Background: an optimization exercise with open tools, aiming at small area, a short achievable clock period and few clock cycles per item. Do not read the settings as production practice.
Function was checked by simulation only, so behaviour that the tests miss may differ from the original.
Power is estimated from default activity; no workload was simulated.

==> flow/design.v <==
package msc_pkg;
	localparam int CAPACITY_DEF   = 32;
	localparam int DATA_WIDTH_DEF = 8;
	localparam logic [1:0] OP_INSERT = 2'd0;
	localparam logic [1:0] OP_QUERY  = 2'd1;
	localparam logic [1:0] OP_REMOVE = 2'd2;
	localparam logic [1:0] MODE_FIFO = 2'd0;
	localparam logic [1:0] MODE_LIFO = 2'd1;
	localparam logic [1:0] MODE_SET  = 2'd2;
	localparam logic [1:0] MODE_PQ   = 2'd3;
	localparam logic [1:0] ST_OK        = 2'd0;
	localparam logic [1:0] ST_UNDERFLOW = 2'd1;
	localparam logic [1:0] ST_OVERFLOW  = 2'd2;
	typedef enum logic [1:0] {
		S_IDLE,
		S_SCAN,
		S_DONE
	} state_t;
	typedef struct packed {
		logic ins;
		logic shift;
	} cmd_t;
	typedef struct packed {
		logic has;
		logic found;
	} scan_flags_t;
endpackage
module mode_select_container #(
	parameter int CAPACITY   = msc_pkg::CAPACITY_DEF,
	parameter int DATA_WIDTH = msc_pkg::DATA_WIDTH_DEF,
	parameter int IN_TDATA_W  = ((DATA_WIDTH + 7) / 8) * 8,
	parameter int OUT_TDATA_W = ((DATA_WIDTH + 1 + 7) / 8) * 8
) (
	input  logic                   clk,
	input  logic                   arst_n,
	input  logic                   cfg_valid,
	output logic                   cfg_ready,
	input  logic [1:0]             cfg_data,
	input  logic                   s_tvalid,
	output logic                   s_tready,
	input  logic [IN_TDATA_W-1:0]  s_tdata,   
	input  logic [1:0]             s_tuser,   
	output logic                   m_tvalid,
	input  logic                   m_tready,
	output logic [OUT_TDATA_W-1:0] m_tdata,   
	output logic [1:0]             m_tuser    
);
	localparam int N  = CAPACITY;
	localparam int DW = DATA_WIDTH;
	localparam int LW = DW / 2;    
	localparam int HW = DW - LW;   
	logic [1:0]    disc_q;
	logic [N-1:0]  valid_q;
	logic [DW-1:0] val_q [N];
	logic [N-1:0]  hset_q;
	logic [HW-1:0] hmin_q;
	logic          out_v_q;
	logic [DW-1:0] rm_q;
	logic          empty_q;
	logic [1:0]    st_q;
	logic [DW-1:0] key;
	logic [HW-1:0] key_hi;
	logic          take, is_ins, is_rm, ordered, full, empty, single, dup, skip;
	logic          ins_go, do_ins, do_rm, hset_one, hset_gone;
	logic [N-1:0]  lower_v, higher_v, upper, head, tail, ends, eq;
	logic [N-1:0]  lcand, gcand, sel_pq, sel, hset_shift, hset_ins, hset_rm;
	logic [N-1:0]  col [DW];
	logic [LW-1:0] lmin;
	logic [HW-1:0] gmin;
	logic [DW-1:0] end_val, rm_val;
	assign cfg_ready = 1'b1;
	assign key       = s_tdata[DW-1:0];
	assign key_hi    = key[DW-1:LW];
	assign s_tready  = !out_v_q || m_tready;
	assign take      = s_tvalid && s_tready;
	assign is_ins    = (s_tuser == msc_pkg::OP_INSERT);
	assign is_rm     = (s_tuser == msc_pkg::OP_REMOVE);
	assign ordered   = disc_q[1];   
	function automatic [N-1:0] pfx_or(input [N-1:0] x);
		reg [N-1:0] y;
		y = x;
		for (int k = 1; k < N; k = k * 2) y = y | (y << k);
		pfx_or = y;
	endfunction
	function automatic [N-1:0] sfx_or(input [N-1:0] x);
		reg [N-1:0] y;
		y = x;
		for (int k = 1; k < N; k = k * 2) y = y | (y >> k);
		sfx_or = y;
	endfunction
	always_comb begin
		lower_v  = pfx_or(valid_q) << 1;
		higher_v = sfx_or(valid_q) >> 1;
		upper = ~(sfx_or(~valid_q) >> 1);
		head = valid_q & ~lower_v;
		tail = valid_q & ~higher_v;
		for (int i = 0; i < N; i++) begin
			eq[i] = valid_q[i] && (val_q[i] == key);
			for (int b = 0; b < DW; b++) col[b][i] = val_q[i][b];
		end
	end
	assign full   = &valid_q;
	assign empty  = !(|valid_q);
	assign single = !(|(valid_q & ~head));
	assign dup    = (disc_q == msc_pkg::MODE_SET) && (|eq);
	assign ends = disc_q[0] ? tail : head;
	always_comb begin
		end_val = '0;
		for (int i = 0; i < N; i++) if (ends[i]) end_val = end_val | val_q[i];
	end
	function automatic [N+1:0] step2(input [N-1:0] c, input [N-1:0] b1, input [N-1:0] b0);
		reg z1, z0a, z0b, z0;
		z1  = |(c & ~b1);
		z0a = |(c & ~b0);
		z0b = |(c & ~b1 & ~b0);
		z0  = z1 ? z0b : z0a;
		step2 = {!z1, !z0, c & ~(b1 & {N{z1}}) & ~(b0 & {N{z0}})};
	endfunction
	always_comb begin
		logic [N+1:0] r;
		lcand = hset_q;
		for (int s = LW / 2 - 1; s >= 0; s--) begin
			r = step2(lcand, col[2*s+1], col[2*s]);
			lmin[2*s+1 -: 2] = r[N+1:N];
			lcand = r[N-1:0];
		end
		sel_pq = lcand & ~(pfx_or(lcand) << 1);
	end
	always_comb begin
		logic [N+1:0] r;
		gcand = valid_q & ~hset_q;
		for (int s = HW / 2 - 1; s >= 0; s--) begin
			r = step2(gcand, col[LW+2*s+1], col[LW+2*s]);
			gmin[2*s+1 -: 2] = r[N+1:N];
			gcand = r[N-1:0];
		end
	end
	assign sel    = ordered ? sel_pq : ends;
	assign rm_val = ordered ? {hmin_q, lmin} : end_val;
	assign skip   = dup || full;
	assign ins_go = take && is_ins && !full;
	assign do_ins = ins_go && !dup;
	assign do_rm  = take && is_rm && !empty;
	always_comb begin
		for (int i = 0; i < N; i++)
			hset_shift[i] = upper[i] ? ((i == N - 1) ? 1'b0 : hset_q[(i + 1) % N]) : hset_q[i];
		if (dup) hset_ins = hset_shift;
		else if (empty || (key_hi < hmin_q)) hset_ins = N'(1) << (N - 1);
		else if (key_hi == hmin_q) hset_ins = hset_shift | (N'(1) << (N - 1));
		else hset_ins = hset_shift;
	end
	assign hset_one  = !(|(hset_q & ~(hset_q & ~(pfx_or(hset_q) << 1))));
	assign hset_gone = ordered ? hset_one : !(|(hset_q & ~ends));
	assign hset_rm   = hset_gone ? gcand : (hset_q & ~sel);
	always_ff @(posedge clk) begin
		for (int i = 0; i < N; i++) begin
			if (ins_go && upper[i]) val_q[i] <= (i == N - 1) ? key : val_q[(i + 1) % N];
		end
		if (do_ins && (empty || (key_hi < hmin_q))) hmin_q <= key_hi;
		else if (do_rm && hset_gone) hmin_q <= gmin;
	end
	always_ff @(posedge clk or negedge arst_n) begin
		if (!arst_n) begin
			disc_q  <= msc_pkg::MODE_FIFO;
			valid_q <= '0;
			hset_q  <= '0;
			out_v_q <= 1'b0;
		end else begin
			if (cfg_valid) disc_q <= cfg_data;
			if (ins_go) begin
				valid_q <= (valid_q | upper) & ~((N'(dup)) << (N - 1));
				hset_q  <= hset_ins;
			end else if (do_rm) begin
				valid_q <= valid_q & ~sel;
				hset_q  <= hset_rm;
			end
			if (take) out_v_q <= 1'b1;
			else if (m_tready) out_v_q <= 1'b0;
		end
	end
	always_ff @(posedge clk) begin
		if (take) begin
			rm_q    <= do_rm ? rm_val : '0;
			empty_q <= is_ins ? 1'b0 : is_rm ? (empty || single) : empty;
			if (is_ins && skip && !dup)
				st_q <= msc_pkg::ST_OVERFLOW;
			else if (is_rm && empty)
				st_q <= msc_pkg::ST_UNDERFLOW;
			else
				st_q <= msc_pkg::ST_OK;
		end
	end
	assign m_tvalid = out_v_q;
	assign m_tdata  = OUT_TDATA_W'({empty_q, rm_q});
	assign m_tuser  = st_q;
endmodule
==> flow/config.mk <==
export PLATFORM = sky130hd
export DESIGN_NAME = mode_select_container
export DESIGN_NICKNAME = mode_select_container
export VERILOG_FILES = /design/flow/design.v
export SDC_FILE = /design/flow/constraint.sdc
export NUM_CORES = 4
export LEC_CHECK = 0
export CAP_MARGIN = 20
export CORE_MARGIN = 2
export CORE_UTILIZATION = 40
export SETUP_SLACK_MARGIN = 5
export SLEW_MARGIN = 20
==> flow/constraint.sdc <==
create_clock -name core_clock -period 12.0 [get_ports {clk}]
set_input_delay 2.4000 -clock core_clock [delete_from_list [all_inputs] [get_ports {clk}]]
set_output_delay 2.4000 -clock core_clock [all_outputs]
set_load 0.01 [all_outputs]
run.sh (not shown) runs the stock make flow with config.mk's settings and CLKGATE_MAP_FILE= SYNTH_SCRIPT=/design/flow/synth_recipe.tcl, a recipe that flattens the netlist after the stock synthesis.
The first run finished with timing, DRC and antenna clean.
Testbench counts at the start, summed over its fixed seeds: cycles 7,744, items 7,680.
Rerun with:
--- a/flow/design.v
+++ b/flow/design.v
@@ -108,31 +108,19 @@
 		end_val = '0;
 		for (int i = 0; i < N; i++) if (ends[i]) end_val = end_val | val_q[i];
 	end
-	function automatic [N+1:0] step2(input [N-1:0] c, input [N-1:0] b1, input [N-1:0] b0);
-		reg z1, z0a, z0b, z0;
-		z1  = |(c & ~b1);
-		z0a = |(c & ~b0);
-		z0b = |(c & ~b1 & ~b0);
-		z0  = z1 ? z0b : z0a;
-		step2 = {!z1, !z0, c & ~(b1 & {N{z1}}) & ~(b0 & {N{z0}})};
-	endfunction
 	always_comb begin
-		logic [N+1:0] r;
 		lcand = hset_q;
-		for (int s = LW / 2 - 1; s >= 0; s--) begin
-			r = step2(lcand, col[2*s+1], col[2*s]);
-			lmin[2*s+1 -: 2] = r[N+1:N];
-			lcand = r[N-1:0];
+		for (int b = LW - 1; b >= 0; b--) begin
+			lmin[b] = !(|(lcand & ~col[b]));
+			if (!lmin[b]) lcand = lcand & ~col[b];
 		end
 		sel_pq = lcand & ~(pfx_or(lcand) << 1);
 	end
 	always_comb begin
-		logic [N+1:0] r;
 		gcand = valid_q & ~hset_q;
-		for (int s = HW / 2 - 1; s >= 0; s--) begin
-			r = step2(gcand, col[LW+2*s+1], col[LW+2*s]);
-			gmin[2*s+1 -: 2] = r[N+1:N];
-			gcand = r[N-1:0];
+		for (int b = HW - 1; b >= 0; b--) begin
+			gmin[b] = !(|(gcand & ~col[LW+b]));
+			if (!gmin[b]) gcand = gcand & ~col[LW+b];
 		end
 	end
 	assign sel    = ordered ? sel_pq : ends;
Result:
- core utilization went up by 2.4 points
- final cell count rises by a few percent
- area after synthesis falls slightly
- design area is higher by a few percent
- clock skew grows by 0.0079 ns
- routed wire length shrinks by a few percent
- total power went up by about a fifth
- setup slack improved by 0.19 ns
- count of clock-buffer cells in the layout came out lower by 5
Testbench counts after the change, summed over its fixed seeds: cycles 7,744, items 7,680.

-- port drivers added, routing unchanged --
Ports are ideal in the flow. The routed layouts listed here were re-timed in OpenROAD.
Step 1 (the two cells are an assumption about what drives the block):
set clk [get_ports {clk}]
set_driving_cell -lib_cell sky130_fd_sc_hd__clkbuf_16 $clk
set_driving_cell -lib_cell sky130_fd_sc_hd__buf_2 [delete_from_list [all_inputs] $clk]
Step 2 times the ports against the registers' clock, not the clock port: input delays grow and output delays shrink by t, the midpoint of the rising clock arrivals with the driver on.
Slacks: ideal ports / drivers / drivers and shift; pairs: ideal ports / drivers.
| run | shift t [ns] | slack for setup (ns) | latest minus earliest clock arrival (ns) | slew at the worst register clock pin (ns) |
|---|---|---|---|---|
| the first run | 0.665 | 4.664 / 4.664 / 4.252 | 0.019 / 0.019 | 0.07 / 0.07 |
| the second run | 0.661 | 4.858 / 4.858 / 4.292 | 0.027 / 0.027 | 0.07 / 0.07 |
After both steps setup and hold are still met in every run listed. For the second run, which loses most, drivers alone change the setup slack by 0.000 ns; drivers and shift together by -0.566 ns.
